This design comes from an exercise in tuning for small area on the open sky130 flow, not from production work. Function was checked by simulation only, so behaviour that the tests miss may differ from the original. Power is estimated from default activity; no workload was simulated. No driver is modelled on the clock port, so clocking that relies on it looks cheaper here than on a real chip.

$ cat design/flow/design.v
package datamem_scan_pkg;
    localparam int SCAN_WORDS  = 64;
    localparam int SCAN_ADDR_W = 12;
    localparam int SCAN_DATA_W = 16;
endpackage
module snapshot_bank (
    input  logic        clk,
    input  logic        rst,
    input  logic        shift,      
    input  logic        shift_n,    
    input  logic        load,       
    input  logic        load_n,     
    input  logic        valid,      
    input  logic [15:0] wr_data,
    input  logic [5:0]  rd_index,
    output logic [15:0] rd_data
);
    logic        phase;
    logic [15:0] back  [64];
    logic [15:0] front [64];
    logic [15:0] back_in;
    logic [15:0] rd_word;
    always_ff @(posedge clk or posedge rst) begin
        if (rst) phase <= 1'b0;
        else     phase <= ~phase;
    end
    assign back_in = wr_data ^ {16{phase}};
    always_ff @(posedge clk) begin
        for (int w = 0; w < 63; w++) begin
            back[w] <= ~((back[w] | {16{shift}}) & (back[w+1] | {16{shift_n}}));
        end
        back[63] <= ~((back[63] | {16{shift}}) & (back_in | {16{shift_n}}));
        for (int w = 0; w < 64; w++) begin
            front[w] <= ~((front[w] | {16{load}}) & (back[w] | {16{load_n}}));
        end
    end
    logic [63:0] sel_n;
    logic [15:0] rd_raw;
    always_comb begin
        for (int w = 0; w < 64; w++) sel_n[w] = (rd_index != 6'(w));
    end
    for (genvar b = 0; b < 16; b++) begin : g_rd_bit
        logic [31:0] pair_nand;
        for (genvar p = 0; p < 32; p++) begin : g_rd_pair
            snapshot_rd_pair u_rd_pair (
                .word0  (front[2*p][b]),
                .word1  (front[2*p+1][b]),
                .sel0_n (sel_n[2*p]),
                .sel1_n (sel_n[2*p+1]),
                .y_n    (pair_nand[p])
            );
        end
        assign rd_raw[b] = ~|pair_nand;
    end
    assign rd_word = rd_raw ^ {16{phase}};
    always_ff @(posedge clk or posedge rst) begin
        if (rst)        rd_data <= 16'd0;
        else if (valid) rd_data <= rd_word;
        else            rd_data <= 16'd0;
    end
endmodule
module snapshot_rd_pair (
    input  logic word0,
    input  logic word1,
    input  logic sel0_n,
    input  logic sel1_n,
    output logic y_n
);
    assign y_n = ~((word0 | sel0_n) & (word1 | sel1_n));
endmodule
module datamem_scan_reader (
    input  logic        clk,
    input  logic        rst,
    input  logic        start,
    input  logic        cpu_mem_busy,
    output logic [11:0] mem_address,
    output logic        mem_read_enable,
    input  logic [15:0] mem_read_data,
    input  logic [5:0]  disp_index,
    output logic [15:0] disp_word,
    output logic        busy,
    output logic        done,
    output logic        snapshot_valid,
    output logic [15:0] checksum
);
    logic        scan_q, scan_n_q;    
    logic        swap_q, swap_n_q;    
    logic [5:0]  index;               
    logic        granted, granted_n, last_grant;
    logic        scan_d, swap_d;
    logic [15:0] checksum_acc;
    assign granted    = scan_q & ~cpu_mem_busy;
    assign granted_n  = scan_n_q | cpu_mem_busy;
    assign last_grant = granted & (&index);
    assign scan_d = scan_q ? ~last_grant : (~swap_q & start);
    assign swap_d = last_grant;
    always_ff @(posedge clk or posedge rst) begin
        if (rst) begin
            scan_q   <= 1'b0;
            scan_n_q <= 1'b1;
            swap_q   <= 1'b0;
            swap_n_q <= 1'b1;
        end else begin
            scan_q   <= scan_d;
            scan_n_q <= ~scan_d;
            swap_q   <= swap_d;
            swap_n_q <= ~swap_d;
        end
    end
    always_ff @(posedge clk or posedge rst) begin
        if (rst) begin
            index          <= 6'd0;
            snapshot_valid <= 1'b0;
        end else begin
            if (granted) index <= index + 6'd1;
            if (swap_q) snapshot_valid <= 1'b1;
        end
    end
    assign mem_address     = {{7{~index[5]}}, index[4:0]};
    assign mem_read_enable = granted;
    assign busy            = scan_q;
    assign done            = swap_q;
    always_ff @(posedge clk) begin
        if (granted) checksum_acc <= ((index == 6'd0) ? 16'd0 : checksum_acc) + mem_read_data;
    end
    always_ff @(posedge clk or posedge rst) begin
        if (rst)         checksum <= 16'd0;
        else if (swap_q) checksum <= checksum_acc;
    end
    snapshot_bank u_snapshot_bank (
        .clk       (clk),
        .rst       (rst),
        .shift     (granted),
        .shift_n   (granted_n),
        .load      (swap_q),
        .load_n    (swap_n_q),
        .valid     (snapshot_valid),
        .wr_data   (mem_read_data),
        .rd_index  (disp_index),
        .rd_data   (disp_word)
    );
endmodule
module scan_reader_top (
    input  logic        clk,
    input  logic        rst,
    input  logic        start,
    input  logic        cpu_mem_busy,
    output logic [11:0] mem_address,
    output logic        mem_read_enable,
    input  logic [15:0] mem_read_data,
    input  logic [5:0]  disp_index,
    output logic [15:0] disp_word,
    output logic        busy,
    output logic        done,
    output logic        snapshot_valid,
    output logic [15:0] checksum
);
    datamem_scan_reader u_reader (
        .clk             (clk),
        .rst             (rst),
        .start           (start),
        .cpu_mem_busy    (cpu_mem_busy),
        .mem_address     (mem_address),
        .mem_read_enable (mem_read_enable),
        .mem_read_data   (mem_read_data),
        .disp_index      (disp_index),
        .disp_word       (disp_word),
        .busy            (busy),
        .done            (done),
        .snapshot_valid  (snapshot_valid),
        .checksum        (checksum)
    );
endmodule
$ cat design/flow/flow/run.sh
#!/bin/bash
set -euo pipefail
cd "$(dirname "$0")/.."
cat >> config.mk <<'EOC'
export BUFFER_PORTS_ARGS = -buffer_cell sky130_fd_sc_hd__buf_1
export CTS_ARGS = -sink_clustering_enable -repair_clock_nets -dont_use_dummy_load -buf_list sky130_fd_sc_hd__clkbuf_16 -sink_clustering_size 30 -sink_clustering_max_diameter 80
EOC
bash standard.sh > standard.log 2>&1
$ cat design/flow/standard.sh
#!/bin/bash
# synth_recipe.tcl (not shown) runs the flow's synth.tcl, then flattens the netlist and writes it again
# the make line also repeats each setting of config.mk as NAME=value (left out here)
make -C /OpenROAD-flow-scripts/flow DESIGN_CONFIG=/design/flow/config.mk WORK_HOME=/design/flow/orfs CLKGATE_MAP_FILE= SYNTH_SCRIPT=/design/flow/synth_recipe.tcl "${@:-finish}"
$ cat design/flow/config.mk
export PLATFORM = sky130hd
export DESIGN_NAME = scan_reader_top
export DESIGN_NICKNAME = scan_reader_top
export VERILOG_FILES = /design/flow/design.v
export SDC_FILE = /design/flow/constraint.sdc
export NUM_CORES = 4
export LEC_CHECK = 0
export CAP_MARGIN = 20
export CORE_MARGIN = 2
export CORE_UTILIZATION = 70
export SLEW_MARGIN = 20
export SYNTH_HIERARCHICAL = 1
export BUFFER_PORTS_ARGS = -buffer_cell sky130_fd_sc_hd__buf_1
export CTS_ARGS = -sink_clustering_enable -repair_clock_nets -dont_use_dummy_load -buf_list sky130_fd_sc_hd__clkbuf_16 -sink_clustering_size 30 -sink_clustering_max_diameter 80
$ cat design/flow/constraint.sdc
create_clock -name core_clock -period 7.0 [get_ports {clk}]
set_input_delay 1.4000 -clock core_clock [delete_from_list [all_inputs] [get_ports {clk}]]
set_output_delay 1.4000 -clock core_clock [all_outputs]
set_load 0.01 [all_outputs]
==> impl_metrics.json, run 1 <==
{
  "ir_worst_vdd_mv": 0.333,
  "finClkSkew_ns": 0.0397,
  "async_reset_ff_share_pct": 2.09,
  "grt_pass1_wl_um": 258000,
  "leakage_nw": 24.1,
  "cts_sinks": 2108,
  "synth_top_family_by_area": "compound AO/OA/AOI/OAI gates",
  "finalSetupTns_ns": 0,
  "synth_xor_area_share_pct": 0.475,
  "area_delta_synth_final_pct": 2.68,
  "critPathArrivalTime_ns": 4.72,
  "drt_iter0_markers": 5582,
  "synth-compound-area-share_pct": 25.3,
  "drtAntennaViolNets": 0,
  "dpl.hpwl_um": 102000,
  "fillers": 6688,
  "setup_viol": 0,
  "final_common_cell": "o22ai_1",
  "synth-edff-count": 16,
  "ios": 74,
  "grt_usage_pct": 34.5,
  "timing.final.crit_share_pct": 58.6,
  "ys_ff_latch": 2108,
  "synthSimpleGateAreaFrac_pct": 2.63,
  "grt_pass1_vias": 43363,
  "grt_max_degree": 241,
  "start_util_pct": 70.5,
  "clk_path_buf_depth": 3,
  "postCtsSetupRepairBufs": 0,
  "holdBufCountCts": 0,
  "min_period_ns": 4.10,
  "die-area_sq_um": 94600,
  "synth_flop_cell": "dfxtp_1",
  "endpoint_kind": "register",
  "finish.utilization_pct": 72.4,
  "core-area_sq_um": 91500,
  "numCtsBuffers": 80,
  "drive_gt1_share_pct": 3.69,
  "maxCapViolCount": 0,
  "syn_area_sq_um": 64500,
  "synthCells": 5611,
  "drt-vias-per-instance": 7.34,
  "clock_latency_ns": 0.70,
  "cp.required_ns": 7.62,
  "fp.dieW_um": 308,
  "cts_root_buffer": "clkbuf_16",
  "yosys_warnings": 12,
  "final-hold-violation-count": 0,
  "multiInputGateArea_sq_um": 18900,
  "path_cells": "buf_1 > nand2b_1 > nor3_1 > nand2_1 > o22ai_1 > nor4_1 > nand4_1 > nor2_1 > mux2i_1",
  "std_cell_rows": 111,
  "maxSlewViolCount": 0,
  "tightest_slew_ns": 1.22,
  "max_slew_margin_pct": 18.4,
  "cts_tree": "done",
  "synth.avg_cell_area_sq_um": 11.5,
  "routedWlPerCell_um": 26.0,
  "grt_remaining_overflow": 0,
  "final_area_sq_um": 66300,
  "synth_top_cell_by_area": "dfxtp_1",
  "h-tree-depth": 3,
  "place_area_sq_um": 64200,
  "ctsResizeCount": 0,
  "crit_path_max_incr_delay_ns": 0.91,
  "vias": 48078,
  "critPathSlowestCell": "nand2_1",
  "worstPathMaxFanout": 16,
  "holdWs_ns": 0.423,
  "fmax_mhz": 244,
  "power_density_nw_per_um2": 483,
  "muxShareOfSynthArea_pct": 0.527,
  "synth_fa_ha_area_share_pct": 0.361,
  "netlist.area_leader.share_pct": 63.5,
  "antenna_found_initial": 3,
  "ys_seq_area_share_pct": 66.0,
  "cp-start-kind": "input pin",
  "outcome": "complete, no violations",
  "yosysUniqueCellTypes": 48,
  "critPathKind": "input pin to register",
  "seqCellArea_sq_um": 42600,
  "cts.clk_slew.worst_paths_ns": 0.11,
  "io_buffers": 73,
  "fin_cells": 6551,
  "die_h_um": 308,
  "mostFrequentLayoutCells": "2560 x o22ai_1, 2048 x dfxtp_1, 129 x nor4_1",
  "holdCritPathClass": "register to register",
  "dpl.cell_count": 6467,
  "synth.area.top_cells": "dfxtp_1 64%, o22ai_1 25%, buf_2 2.7%",
  "synth_nets": 5655,
  "rsz0062_at_grt": "false",
  "remaining_drc_errors": 0,
  "first_pass_iters": 11,
  "gp_congestion": 0.901,
  "layout.nets": 5410,
  "wl_um": 170000
}
[where the power goes]
group          switching, mW  internal, mW
clock network           3.43          2.07
logic                   2.37          2.87
registers               3.97          17.3
total                   9.76          22.2
[per-module statistics from Yosys (local to each module, per instance), a selection]
module | cells inside | cell area, sq um | copies in the design | flops+latches
snapshot_bank | 4882 | 58900 | 1 | 2065
snapshot_rd_pair | 1 | 6.26 | 512 | 0
datamem_scan_reader | 217 | 2460 | 1 | 43
[synth_stat cells (5+ instances only)]
library cell / count
o22ai_1: 2560
dfxtp_1: 2048
buf_2: 350
nor4_1: 129
nand2_1: 82
buf_6: 81
dfrtp_1: 42
nand4_1: 35
buf_4: 34
nor2_1: 34
xor2_1: 23
nor2b_1: 18
clkbuf_1: 17
ha_1: 17
edfxtp_1: 16
mux2_2: 16
mux2i_1: 16
xnor2_1: 12
nor3_1: 10
a21oi_1: 9
inv_1: 9
o21ai_0: 5
[final timing paths]
path                       slack (ns)                            startpoint                                   end  cells after the start
hold / removal                   0.42  u_reader.u_snapshot_bank.back[29][2]  u_reader.u_snapshot_bank.back[28][2]                      1
max in group asynchronous        5.79                                   rst                     u_reader.swap_n_q                      3
setup reg to reg                 3.53                     u_reader.index[0]             u_reader.checksum_acc[12]                     11
setup / recovery                 2.90                         disp_index[1]   u_reader.u_snapshot_bank.rd_data[2]                      9
min in group asynchronous        0.63                                   rst               u_reader.snapshot_valid                      2
hold reg to reg                  0.42  u_reader.u_snapshot_bank.back[29][2]  u_reader.u_snapshot_bank.back[28][2]                      1
[cell type report]
class	count	share of cell area [%]
multi-input combinational	3011	28.6
clock buffer	80	3.02
antenna	1	0.00378
sequential	2108	64.3
timing repair buffer	155	1.81
tap	1186	2.24
inverter	10	0.0567
[worst max-delay path: cells and delay by family]
family | cells | cell delay, ns
AO/OA/AOI/OAI | 1 | 0.23
buffers and inverters | 1 | 0.36
multiplexers | 1 | 0.20
AND/OR/NAND/NOR | 6 | 2.51
[logic make-up after synthesis]
family | count (synthesis)
adders and majority gates | 18
DFF | 2108
muxes | 32
xor gates and xnor gates | 35
and+or+nand+nor | 320
buffers and inverters | 492
AOI/OAI and AO/OA | 2606
[registers in the layout, summed over array words and instances (netlist names), 6 cells and up]
signal	cells
u_reader.checksum_acc	16
u_reader.u_snapshot_bank.rd_data	16
u_reader.index	6
u_reader.checksum	16
u_reader.u_snapshot_bank.back	1024
u_reader.u_snapshot_bank.front	1024
[metal layers]
metal	routed length [um]	vias to the layer above	GRT usage [%]	part of all wire, %
li1	-	21886	-	-
met1	74400	23969	50.6	44
met2	76200	1867	52.2	45
met3	13800	350	6.03	8.1
met4	5720	6	11.1	3.4
met5	48	-	0	0.028
[through the flow]
stage | total power, mW | setup slack [ns]
finish | 32.0 | 2.90
floorplan | 24.6 | 3.79
global route | 33.5 | 2.85
detailed placement | 26.6 | 2.22
global placement | 26.2 | 2.25
CTS | 31.9 | 2.95
==> run 2, diff against run 1 <==
==> design/flow/flow/run.sh (replaced) <==
#!/bin/bash
set -euo pipefail
cd "$(dirname "$0")/.."
cat >> config.mk <<'EOC'
export BUFFER_PORTS_ARGS = -buffer_cell sky130_fd_sc_hd__buf_1
export CTS_ARGS = -sink_clustering_enable -repair_clock_nets -dont_use_dummy_load -buf_list sky130_fd_sc_hd__clkbuf_8 -sink_clustering_size 16 -sink_clustering_max_diameter 60
EOC
bash standard.sh > standard.log 2>&1
--- a/design/flow/config.mk
+++ b/design/flow/config.mk
@@ -11,4 +11,4 @@
 export SLEW_MARGIN = 20
 export SYNTH_HIERARCHICAL = 1
 export BUFFER_PORTS_ARGS = -buffer_cell sky130_fd_sc_hd__buf_1
-export CTS_ARGS = -sink_clustering_enable -repair_clock_nets -dont_use_dummy_load -buf_list sky130_fd_sc_hd__clkbuf_16 -sink_clustering_size 30 -sink_clustering_max_diameter 80
+export CTS_ARGS = -sink_clustering_enable -repair_clock_nets -dont_use_dummy_load -buf_list sky130_fd_sc_hd__clkbuf_8 -sink_clustering_size 16 -sink_clustering_max_diameter 60
==> run 2 against run 1 <==
Still clean. Count of clock-buffer cells in the layout grew 70. Clock skew is 0.019 ns higher. Non-clock buffer count down 1. Worst setup slack better by 0.0099 ns. Synthesized cell count did not move. Fmax increased by 0.24%. Die area stayed put. Clock power is 0.7% lower. Core utilization is 0.059 points higher. Sequential power hardly changed. Synthesized area unchanged. Highest routed layer unchanged.
==> impl_metrics.json, run 2 <==
{
  "die_h_um": 308,
  "io_buffers": 73,
  "place_area_sq_um": 64200,
  "start_util_pct": 70.5,
  "final_area_sq_um": 66300,
  "max_slew_margin_pct": 13.0,
  "gp_congestion": 0.901,
  "dpl.cell_count": 6467,
  "drtAntennaViolNets": 0,
  "critPathKind": "input pin to register",
  "final_common_cell": "o22ai_1",
  "outcome": "complete, no violations",
  "ctsResizeCount": 0,
  "dpl.hpwl_um": 102000,
  "maxCapViolCount": 0,
  "grt_usage_pct": 34.8,
  "finalSetupTns_ns": 0,
  "drt_iter0_markers": 5742,
  "yosysUniqueCellTypes": 48,
  "power_density_nw_per_um2": 482,
  "critPathArrivalTime_ns": 4.89,
  "h-tree-depth": 4,
  "ir_worst_vdd_mv": 0.336,
  "async_reset_ff_share_pct": 2.09,
  "worstPathMaxFanout": 16,
  "synth_nets": 5655,
  "synth-edff-count": 16,
  "routedWlPerCell_um": 25.8,
  "ys_top_cells_by_count": "2560 x o22ai_1, 2048 x dfxtp_1, 350 x buf_2, 129 x nor4_1, 82 x nand2_1",
  "cts_root_buffer": "clkbuf_8",
  "layout.nets": 5479,
  "leakage_nw": 24.2,
  "setup_viol": 0,
  "worst_slack_ns": 2.91,
  "die-area_sq_um": 94600,
  "clock_latency_ns": 0.89,
  "cts.clk_slew.worst_paths_ns": 0.10,
  "grt_max_degree": 241,
  "netlist.area_leader.share_pct": 63.5,
  "cts_tree": "done",
  "synthCells": 5611,
  "std_cell_rows": 111,
  "cts_sinks": 2108,
  "grt_remaining_overflow": 0,
  "fp.dieW_um": 308,
  "synth.avg_cell_area_sq_um": 11.5,
  "largestRegisters": "u_reader.u_snapshot_bank.back x1024, u_reader.u_snapshot_bank.front x1024",
  "yosysMostFrequentCell": "o22ai_1",
  "synth.area.top_cells": "dfxtp_1 64%, o22ai_1 25%, buf_2 2.7%",
  "fillers": 6738,
  "postCtsSetupRepairBufs": 0,
  "holdCritPathClass": "register to register",
  "tightest_slew_ns": 1.31,
  "holdBufCountCts": 0,
  "grt_pass1_vias": 43860,
  "cp.required_ns": 7.80,
  "area_delta_synth_final_pct": 2.77,
  "core-area_sq_um": 91500,
  "finClkSkew_ns": 0.0583,
  "min_period_ns": 4.09,
  "maxSlewViolCount": 0,
  "preCtsSetupSlack_ns": 2.22,
  "vias": 48398,
  "timing.final.crit_share_pct": 58.4,
  "synth_flop_cell": "dfxtp_1",
  "wl_um": 171000,
  "synth_top_cell_by_area": "dfxtp_1",
  "ios": 74,
  "drive_gt1_share_pct": 4.91,
  "grt_pass1_wl_um": 260000,
  "first_pass_iters": 6,
  "syn_area_sq_um": 64500,
  "numCtsBuffers": 150,
  "finish.utilization_pct": 72.4,
  "ys_seq_area_share_pct": 66.0,
  "cp-start-kind": "input pin",
  "final-hold-violation-count": 0,
  "fmax_mhz": 245,
  "clk_path_buf_depth": 3,
  "yosys_warnings": 12,
  "rsz0062_at_grt": "false",
  "drt-vias-per-instance": 7.31,
  "antenna_found_initial": 3,
  "ys_ff_latch": 2108,
  "remaining_drc_errors": 0,
  "endpoint_kind": "register",
  "fin_cells": 6621,
  "mostFrequentLayoutCells": "2560 x o22ai_1, 2048 x dfxtp_1, 150 x clkbuf_8"
}
-- run 2: cell counts after synthesis --
No cell type changed its count.
-- run 2: final cells by class --
cell class / instances / area [sq um] / share of cell area [%]
Tap cell: 1186 / 1480 / 2.24
Clock buffer: 150 / 2060 / 3.11
Inverter: 10 / 37.5 / 0.0566
Multi-Input combinational cell: 3011 / 18900 / 28.6
Sequential cell: 2108 / 42600 / 64.2
Timing Repair Buffer: 154 / 1190 / 1.79
Antenna cell: 2 / 5.00 / 0.00755
-- run 2: worst paths after layout --
check | depth (start not counted) | endpoint | slack, ns | start
max in group asynchronous | 3 | u_reader.scan_n_q | 5.93 | rst
max | 9 | u_reader.u_snapshot_bank.rd_data[10] | 2.91 | disp_index[3]
max reg2reg | 11 | u_reader.checksum_acc[12] | 3.60 | u_reader.index[0]
min reg2reg | 1 | u_reader.u_snapshot_bank.back[60][4] | 0.43 | u_reader.u_snapshot_bank.back[61][4]
min in group asynchronous | 2 | u_reader.snapshot_valid | 0.44 | rst
min | 1 | u_reader.u_snapshot_bank.back[60][4] | 0.43 | u_reader.u_snapshot_bank.back[61][4]
-- run 2: Yosys stat by module, one instance, submodules excluded, excerpt --
module | flip-flops and latches | copies in the design | cell area [sq um]
snapshot_bank | 2065 | 1 | 58900
datamem_scan_reader | 43 | 1 | 2460
snapshot_rd_pair | 0 | 512 | 6.26
-- run 2: kinds of logic (layout without fill, tap and decap cells) --
kind of cell,count (synthesis),count (layout),share of synthesized area [%]
compound gates,2606,2606,25.3
xor+xnor,35,35,0.475
fa+ha+maj,18,18,0.361
buf+inv,492,314,4.68
flops,2108,2108,66.0
mux,32,32,0.527
other cells,0,2,0
simple gates,320,320,2.63
-- run 2: metrics by stage --
step / hold WS, ns / power [mW]
6_report: 0.428 / 31.9
3_3_place_gp: 0.430 / 26.2
4_1_cts: 0.370 / 31.8
3_5_place_dp: 0.435 / 26.6
5_1_grt: 0.408 / 33.5
2_1_floorplan: 0.422 / 24.6
-- run 2: critical path, stage by stage --
cell	delay (ns)
buf_1	0.35
nand2b_1	0.24
nor2_1	0.13
nand2_1	0.93
o22ai_1	0.24
nor4_1	0.65
nand4_1	0.47
nor2_1	0.24
mux2i_1	0.21
-- run 2: power by group --
group / switching, mW / leakage, nW / total (mW) / internal, mW
sequential: 3.95 / 17.9 / 21.3 / 17.3
clock: 3.54 / 1.08 / 5.46 / 1.93
combinational: 2.36 / 5.16 / 5.23 / 2.87
-- run 2: metal layers --
| layer | global-route usage, % | wire length (um) | share of wire [%] |
|---|---|---|---|
| met5 | 0 | 25 | 0.015 |
| met4 | 12.4 | 5510 | 3.2 |
| met3 | 6.68 | 14100 | 8.3 |
| met2 | 52.1 | 76300 | 45 |
| met1 | 50.7 | 74700 | 44 |
==> run 3, diff against run 2 <==
==> design/flow/flow/run.sh (replaced) <==
#!/bin/bash
set -euo pipefail
cd "$(dirname "$0")/.."
cat >> config.mk <<'EOC'
export BUFFER_PORTS_ARGS = -buffer_cell sky130_fd_sc_hd__buf_1
export CTS_ARGS = -sink_clustering_enable -repair_clock_nets -dont_use_dummy_load -buf_list sky130_fd_sc_hd__clkbuf_4 -sink_clustering_size 10 -sink_clustering_max_diameter 50
EOC
bash standard.sh > standard.log 2>&1
--- a/design/flow/config.mk
+++ b/design/flow/config.mk
@@ -11,4 +11,4 @@
 export SLEW_MARGIN = 20
 export SYNTH_HIERARCHICAL = 1
 export BUFFER_PORTS_ARGS = -buffer_cell sky130_fd_sc_hd__buf_1
-export CTS_ARGS = -sink_clustering_enable -repair_clock_nets -dont_use_dummy_load -buf_list sky130_fd_sc_hd__clkbuf_8 -sink_clustering_size 16 -sink_clustering_max_diameter 60
+export CTS_ARGS = -sink_clustering_enable -repair_clock_nets -dont_use_dummy_load -buf_list sky130_fd_sc_hd__clkbuf_4 -sink_clustering_size 10 -sink_clustering_max_diameter 50
==> run 3 against run 2 <==
Cell count grew 1.3%. Die area stayed put. Combinational power barely moved. Worst hold slack worse by 0.26 ns. Count of clock-buffer cells in the layout grew 79. Worst setup slack improved by 0.18 ns. Critical path type is now input pin to output pin. Core utilization is 0.40 points lower. Critical endpoint is now mem_read_enable. Clock power down 7.7%. Largest cell class unchanged. Global-route usage increased by 0.20 points. Highest routed layer unchanged.
==> impl_metrics.json, run 3 <==
{
  "io_buffers": 73,
  "fp.dieW_um": 308,
  "netlist.area_leader.share_pct": 63.5,
  "rsz0062_at_grt": "false",
  "die_h_um": 308,
  "ios": 74,
  "endpoint_kind": "output pin",
  "remaining_drc_errors": 0,
  "std_cell_rows": 111,
  "yosysMostFrequentCell": "o22ai_1",
  "drt_iter0_markers": 5461,
  "synth-edff-count": 16,
  "maxCapViolCount": 0,
  "final-hold-violation-count": 0,
  "cts_tree": "done",
  "min_period_ns": 3.91,
  "grt_max_degree": 241,
  "holdCritPathClass": "input pin to asynchronous set/reset pin",
  "synthCells": 5611,
  "holdBufCountCts": 0,
  "mostFrequentLayoutCells": "2560 x o22ai_1, 2048 x dfxtp_1, 229 x clkbuf_4",
  "h-tree-depth": 4,
  "finalSetupTns_ns": 0,
  "cts_sinks": 2108,
  "synth.area.top_cells": "dfxtp_1 64%, o22ai_1 25%, buf_2 2.7%",
  "cp.required_ns": 5.60,
  "critPathArrivalTime_ns": 2.51,
  "final_common_cell": "o22ai_1",
  "leakage_nw": 24.1,
  "worstPathMaxFanout": 66,
  "maxSlewViolCount": 0,
  "dpl.hpwl_um": 102000,
  "clk_path_buf_depth": 3,
  "start_util_pct": 70.5,
  "ys_ff_latch": 2108,
  "async_reset_ff_share_pct": 2.09,
  "yosys_warnings": 12,
  "first_pass_iters": 7,
  "largestRegisters": "u_reader.u_snapshot_bank.back x1024, u_reader.u_snapshot_bank.front x1024",
  "clock_latency_ns": 1.17,
  "grt_usage_pct": 35.0,
  "wl_um": 171000,
  "cts_root_buffer": "clkbuf_4",
  "numCtsBuffers": 229,
  "ctsResizeCount": 0,
  "postCtsSetupRepairBufs": 0,
  "die-area_sq_um": 94600,
  "outcome": "complete, no violations",
  "cp-start-kind": "input pin",
  "finish.utilization_pct": 72.0,
  "ir_worst_vdd_mv": 0.288,
  "grt_pass1_vias": 44678,
  "grt_remaining_overflow": 0,
  "core-area_sq_um": 91500,
  "tightest_slew_ns": 1.29,
  "ys_seq_area_share_pct": 66.0,
  "fillers": 6830,
  "area_delta_synth_final_pct": 2.19,
  "setup_viol": 0,
  "power_density_nw_per_um2": 478,
  "gp_congestion": 0.901,
  "antenna_found_initial": 4,
  "timing.final.crit_share_pct": 55.8,
  "synth_top_cell_by_area": "dfxtp_1",
  "yosysUniqueCellTypes": 48,
  "finalPower_mw": 31.5,
  "max_slew_margin_pct": 13.6,
  "drt-vias-per-instance": 7.25,
  "multiInputGateArea_sq_um": 18900,
  "ys_top_cells_by_count": "2560 x o22ai_1, 2048 x dfxtp_1, 350 x buf_2, 129 x nor4_1, 82 x nand2_1",
  "cts.clk_slew.worst_paths_ns": 0.11,
  "vias": 48597,
  "fmax_mhz": 256,
  "synth_flop_cell": "dfxtp_1",
  "syn_area_sq_um": 64500,
  "routedWlPerCell_um": 25.5,
  "finClkSkew_ns": 0.0757,
  "layout.nets": 5557,
  "drtAntennaViolNets": 0,
  "critPathKind": "input pin to output pin",
  "synth.avg_cell_area_sq_um": 11.5,
  "drive_gt1_share_pct": 6.26,
  "synth_nets": 5655,
  "holdWs_ns": 0.169,
  "grt_pass1_wl_um": 261000,
  "seqCellArea_sq_um": 42600
}
run 3: worst paths after layout:
check,from,end,slack [ns],cells past startpoint
setup / recovery,cpu_mem_busy,mem_read_enable,3.09,3
hold / removal,rst,u_reader.snapshot_valid,0.17,2
setup reg to reg,u_reader.index[0],u_reader.checksum_acc[12],3.63,11
hold reg to reg,u_reader.u_snapshot_bank.back[41][7],u_reader.u_snapshot_bank.back[40][7],0.40,1
max in group asynchronous,rst,u_reader.scan_n_q,6.18,3
min in group core_clock,u_reader.u_snapshot_bank.back[41][7],u_reader.u_snapshot_bank.back[40][7],0.40,1
run 3: layout make-up:
class,count,area share (%)
sequential,2108,64.6
multi-input combinational,3011,28.7
inverter,10,0.0569
tap,1186,2.25
timing repair buffer,153,1.74
antenna,8,0.0304
clock buffer,229,2.61
run 3: worst max-delay path, stage by stage:
cell     delay (ns)
buf_1          0.08
and2b_4        0.81
buf_1          0.22
run 3: where the power goes:
part	leakage [nW]	switching [mW]	internal, mW
registers	17.9	3.95	17.3
logic	5.14	2.36	2.87
clock network	1.05	3.54	1.50
run 3: per-stage QoR:
stage | area, sq um | worst slack, ns | instances
floorplan | 64500 | 3.79 | 5611
finish | 65900 | 3.09 | 6705
detailed placement | 64200 | 2.22 | 6467
global placement | 64100 | 2.25 | 6464
CTS | 65900 | 2.99 | 6696
global route | 65900 | 2.91 | 6705
run 3: per-module statistics from Yosys, one instance, submodules excluded, a selection:
module / area (sq um) / cells inside / flip-flops and latches / times used
datamem_scan_reader: 2460 / 217 / 43 / 1
snapshot_bank: 58900 / 4882 / 2065 / 1
snapshot_rd_pair: 6.26 / 1 / 0 / 512
run 3: per-layer routing:
metal	vias up	track usage (%)	share of wire (%)	wire [um]
li1	22250	-	-	-
met1	23972	50.2	43	74200
met2	1966	52.8	45	76700
met3	405	7.07	8.3	14200
met4	4	12.8	3.3	5690
met5	-	0	0.016	27
run 3: cells by family after synthesis:
kind of cell / synth area share, %
and+or+nand+nor: 2.63
muxes: 0.527
xor gates and xnor gates: 0.475
DFF: 66.0
adders and majority gates: 0.361
AOI/OAI and AO/OA: 25.3
buffers and inverters: 4.68
==> run 4, diff against run 3 <==
--- a/design/flow/config.mk
+++ b/design/flow/config.mk
@@ -7,7 +7,7 @@
 export LEC_CHECK = 0
 export CAP_MARGIN = 20
 export CORE_MARGIN = 2
-export CORE_UTILIZATION = 70
+export CORE_UTILIZATION = 75
 export SLEW_MARGIN = 20
 export SYNTH_HIERARCHICAL = 1
 export BUFFER_PORTS_ARGS = -buffer_cell sky130_fd_sc_hd__buf_1
==> run 4 against run 3 <==
Still clean. Die area shrank 6.6%. Worst hold slack improved by 0.19 ns. First-iteration DRC count is 2.8% higher. Clock skew fell by 0.015 ns. Final area shrank 0.36%. Core utilization increased by 5.1 points. Combinational power about the same. Non-clock buffer count down 14. Cell count decreased by 0.91%. Critical path depth up 5. Fmax down 9.4%. Via count is 0.57% higher. Critical path type is now input pin to register. Critical endpoint is now u_reader.u_snapshot_bank.rd_data[10].
==> impl_metrics.json, run 4 <==
{
  "outcome": "complete, no violations",
  "core-area_sq_um": 85100,
  "grt_pass1_vias": 45059,
  "final_common_cell": "o22ai_1",
  "grt_pass1_wl_um": 255000,
  "critical-path-top-delay-family": "simple AND/OR/NAND/NOR gates",
  "cts_sinks": 2108,
  "syn_area_sq_um": 64500,
  "critPathSlowestCell": "nor4_1",
  "min_period_ns": 4.32,
  "cts_root_buffer": "clkbuf_4",
  "ys_ff_latch": 2108,
  "synth_flop_cell": "dfxtp_1",
  "preCtsSetupSlack_ns": 1.89,
  "setup_viol": 0,
  "cp-start-kind": "input pin",
  "drtAntennaViolNets": 0,
  "ys_seq_area_share_pct": 66.0,
  "antenna_found_initial": 5,
  "tightest_slew_ns": 1.29,
  "synthCells": 5611,
  "cts_tree": "done",
  "fp.dieW_um": 297,
  "max_slew_margin_pct": 13.2,
  "final-hold-violation-count": 0,
  "remaining_drc_errors": 0,
  "first_pass_iters": 8,
  "largestRegisters": "u_reader.u_snapshot_bank.back x1024, u_reader.u_snapshot_bank.front x1024",
  "cts.clk_slew.worst_paths_ns": 0.10,
  "grt_remaining_overflow": 0,
  "finalPower_mw": 31.5,
  "yosys_warnings": 12,
  "ys_top_cells_by_count": "2560 x o22ai_1, 2048 x dfxtp_1, 350 x buf_2, 129 x nor4_1, 82 x nand2_1",
  "synth_top_cell_by_area": "dfxtp_1",
  "drive_gt1_share_pct": 5.95,
  "synth.avg_cell_area_sq_um": 11.5,
  "die-area_sq_um": 88400,
  "endpoint_kind": "register",
  "routedWlPerCell_um": 24.8,
  "multiInputGateArea_sq_um": 18900,
  "worst_slack_ns": 2.68,
  "finalSetupTns_ns": 0,
  "seqCellArea_sq_um": 42600,
  "holdBufCountCts": 0,
  "fmax_mhz": 232,
  "h-tree-depth": 4,
  "finClkSkew_ns": 0.0602,
  "numCtsBuffers": 229,
  "layout.nets": 5543,
  "die_h_um": 297,
  "grt_usage_pct": 35.9,
  "fin_cells": 6644,
  "vias": 48876,
  "maxSlewViolCount": 0,
  "maxCapViolCount": 0,
  "std_cell_rows": 107,
  "synth.area.top_cells": "dfxtp_1 64%, o22ai_1 25%, buf_2 2.7%",
  "leakage_nw": 24.0,
  "power_density_nw_per_um2": 479,
  "synth_nets": 5655,
  "start_util_pct": 75.8,
  "path_cells": "buf_1 > nor2_1 > nand2_1 > o22ai_1 > nor4_1 > nand4_1 > nor2_1 > mux2i_1",
  "grt_max_degree": 243,
  "io_buffers": 73,
  "area_delta_synth_final_pct": 1.82,
  "dpl.cell_count": 6411,
  "yosysUniqueCellTypes": 48,
  "mostFrequentLayoutCells": "2560 x o22ai_1, 2048 x dfxtp_1, 229 x clkbuf_4",
  "async_reset_ff_share_pct": 2.09,
  "crit_path_max_incr_delay_ns": 1.07,
  "dpl.hpwl_um": 98000,
  "rsz0062_at_grt": "false",
  "netlist.area_leader.share_pct": 63.5,
  "gp_congestion": 0.880,
  "clock_latency_ns": 1.12,
  "cp.required_ns": 8.04,
  "postCtsSetupRepairBufs": 0,
  "path_buf_inv": 1,
  "synth-edff-count": 16,
  "fillers": 5875,
  "ios": 74,
  "critPathArrivalTime_ns": 5.35,
  "clk_path_buf_depth": 3,
  "worstPathMaxFanout": 16,
  "drt-vias-per-instance": 7.36,
  "drt_iter0_markers": 5613,
  "holdCritPathClass": "input pin to asynchronous set/reset pin",
  "ctsResizeCount": 0,
  "critPathKind": "input pin to register",
  "yosysMostFrequentCell": "o22ai_1",
  "wl_um": 165000,
  "cpMostUsedCell": "nor2_1",
  "timing.final.crit_share_pct": 61.7,
  "ir_worst_vdd_mv": 0.300
}
## run 4: through the flow
| stage | hold slack, ns | utilization [%] | cell area [sq um] |
|---|---|---|---|
| finish | 0.356 | 77.2 | 65700 |
| global placement | 0.428 | 75.1 | 63900 |
| detailed placement | 0.435 | 75.1 | 63900 |
| floorplan | 0.422 | - | 64500 |
| global route | 0.288 | 77.2 | 65700 |
| CTS | 0.212 | 77.1 | 65700 |
## run 4: cell type report
type                       instances  share of cell area [%]
antenna                            3                  0.0114
clock buffer                     229                    2.62
tap                             1144                    2.18
inverter                          10                  0.0571
multi-input combinational       3011                    28.8
sequential                      2108                    64.8
timing repair buffer             139                    1.49
## run 4: per-layer routing
layer	track usage, %	vias up	wire length [um]
li1	-	22216	-
met1	52.2	23938	70000
met2	52.7	2294	72800
met3	7.33	424	15900
met4	14.6	4	6040
met5	0	-	27
## run 4: worst reg2reg max path, cell delays in order (launching register included)
cell and delay (ns):
dfrtp_1 0.45, inv_1 0.12, ha_1 0.15, and3_1 0.59
nor2b_1 0.12, ha_1 0.27, fa_1 0.44, a21oi_1 0.25
o21a_1 0.18, o21ai_1 0.08, a2111oi_1 0.40, nor3_1 0.12
## run 4: final timing paths
path | start | end | slack, ns | depth (start not counted)
worst max register to register | u_reader.index[0] | u_reader.checksum_acc[12] | 3.53 | 11
worst min-delay path | rst | u_reader.checksum[3] | 0.36 | 2
max in group asynchronous | rst | u_reader.swap_q | 6.21 | 2
worst min register to register | u_reader.u_snapshot_bank.back[44][8] | u_reader.u_snapshot_bank.back[43][8] | 0.43 | 1
worst max-delay path | disp_index[5] | u_reader.u_snapshot_bank.rd_data[10] | 2.68 | 8
min in group core_clock | u_reader.u_snapshot_bank.back[44][8] | u_reader.u_snapshot_bank.back[43][8] | 0.43 | 1
## run 4: kinds of logic after synthesis
| group | Yosys count | synth area share [%] |
|---|---|---|
| xor gates and xnor gates | 35 | 0.475 |
| and+or+nand+nor | 320 | 2.63 |
| AOI/OAI and AO/OA | 2606 | 25.3 |
| buffers and inverters | 492 | 4.68 |
| DFF | 2108 | 66.0 |
| adders and majority gates | 18 | 0.361 |
| muxes | 32 | 0.527 |
## run 4: power by group
part           leakage [nW]  internal, mW  switching, mW
logic                  5.05          2.87           2.36
registers              17.9          17.3           3.93
clock network          1.05          1.50           3.52
total                  24.0          21.7           9.81
## run 4: modules after synthesis (local to each module, per instance), a selection
module               flip-flops and latches  cell area (sq um)
snapshot_rd_pair                          0               6.26
snapshot_bank                          2065              58900
datamem_scan_reader                      43               2460

[static timing again, ports no longer ideal]
In the flow no input, the clock included, has a driving cell. The finished layouts below were timed again as built, in two steps.
Step 1 sets driving cells, clkbuf_16 on the clock port and buf_2 on the other inputs (assumed; they add their load-dependent delay and slew).
Step 2, shift: input delay + t, output delay - t, t = (earliest + latest rising clock arrival at the registers) / 2. This alone moves slack from input paths to output paths.
a / b / c = no drivers / after step 1 / after step 2; a / b = the first two.
| run | t, ns | setup WS [ns] | latest minus earliest clock arrival (ns) | worst data-port slew with drivers (ns) | pins driven straight from the clock port |
|---|---|---|---|---|---|
| run 1 | 0.758 | 2.900 / 2.946 / 2.188 | 0.053 / 0.052 | 0.11 | 1 |
| run 2 | 0.934 | 2.910 / 2.946 / 2.011 | 0.059 / 0.059 | 0.09 | 1 |
| run 3 | 1.192 | 3.091 / 3.060 / 2.031 | 0.082 / 0.083 | 0.10 | 1 |
| run 4 | 1.167 | 2.684 / 2.724 / 1.558 | 0.079 / 0.079 | 0.13 | 1 |
After both steps every run listed still meets setup and hold. The setup slack of run 4, which loses most, moves by +0.040 ns with the drivers and by -1.126 ns with both steps.
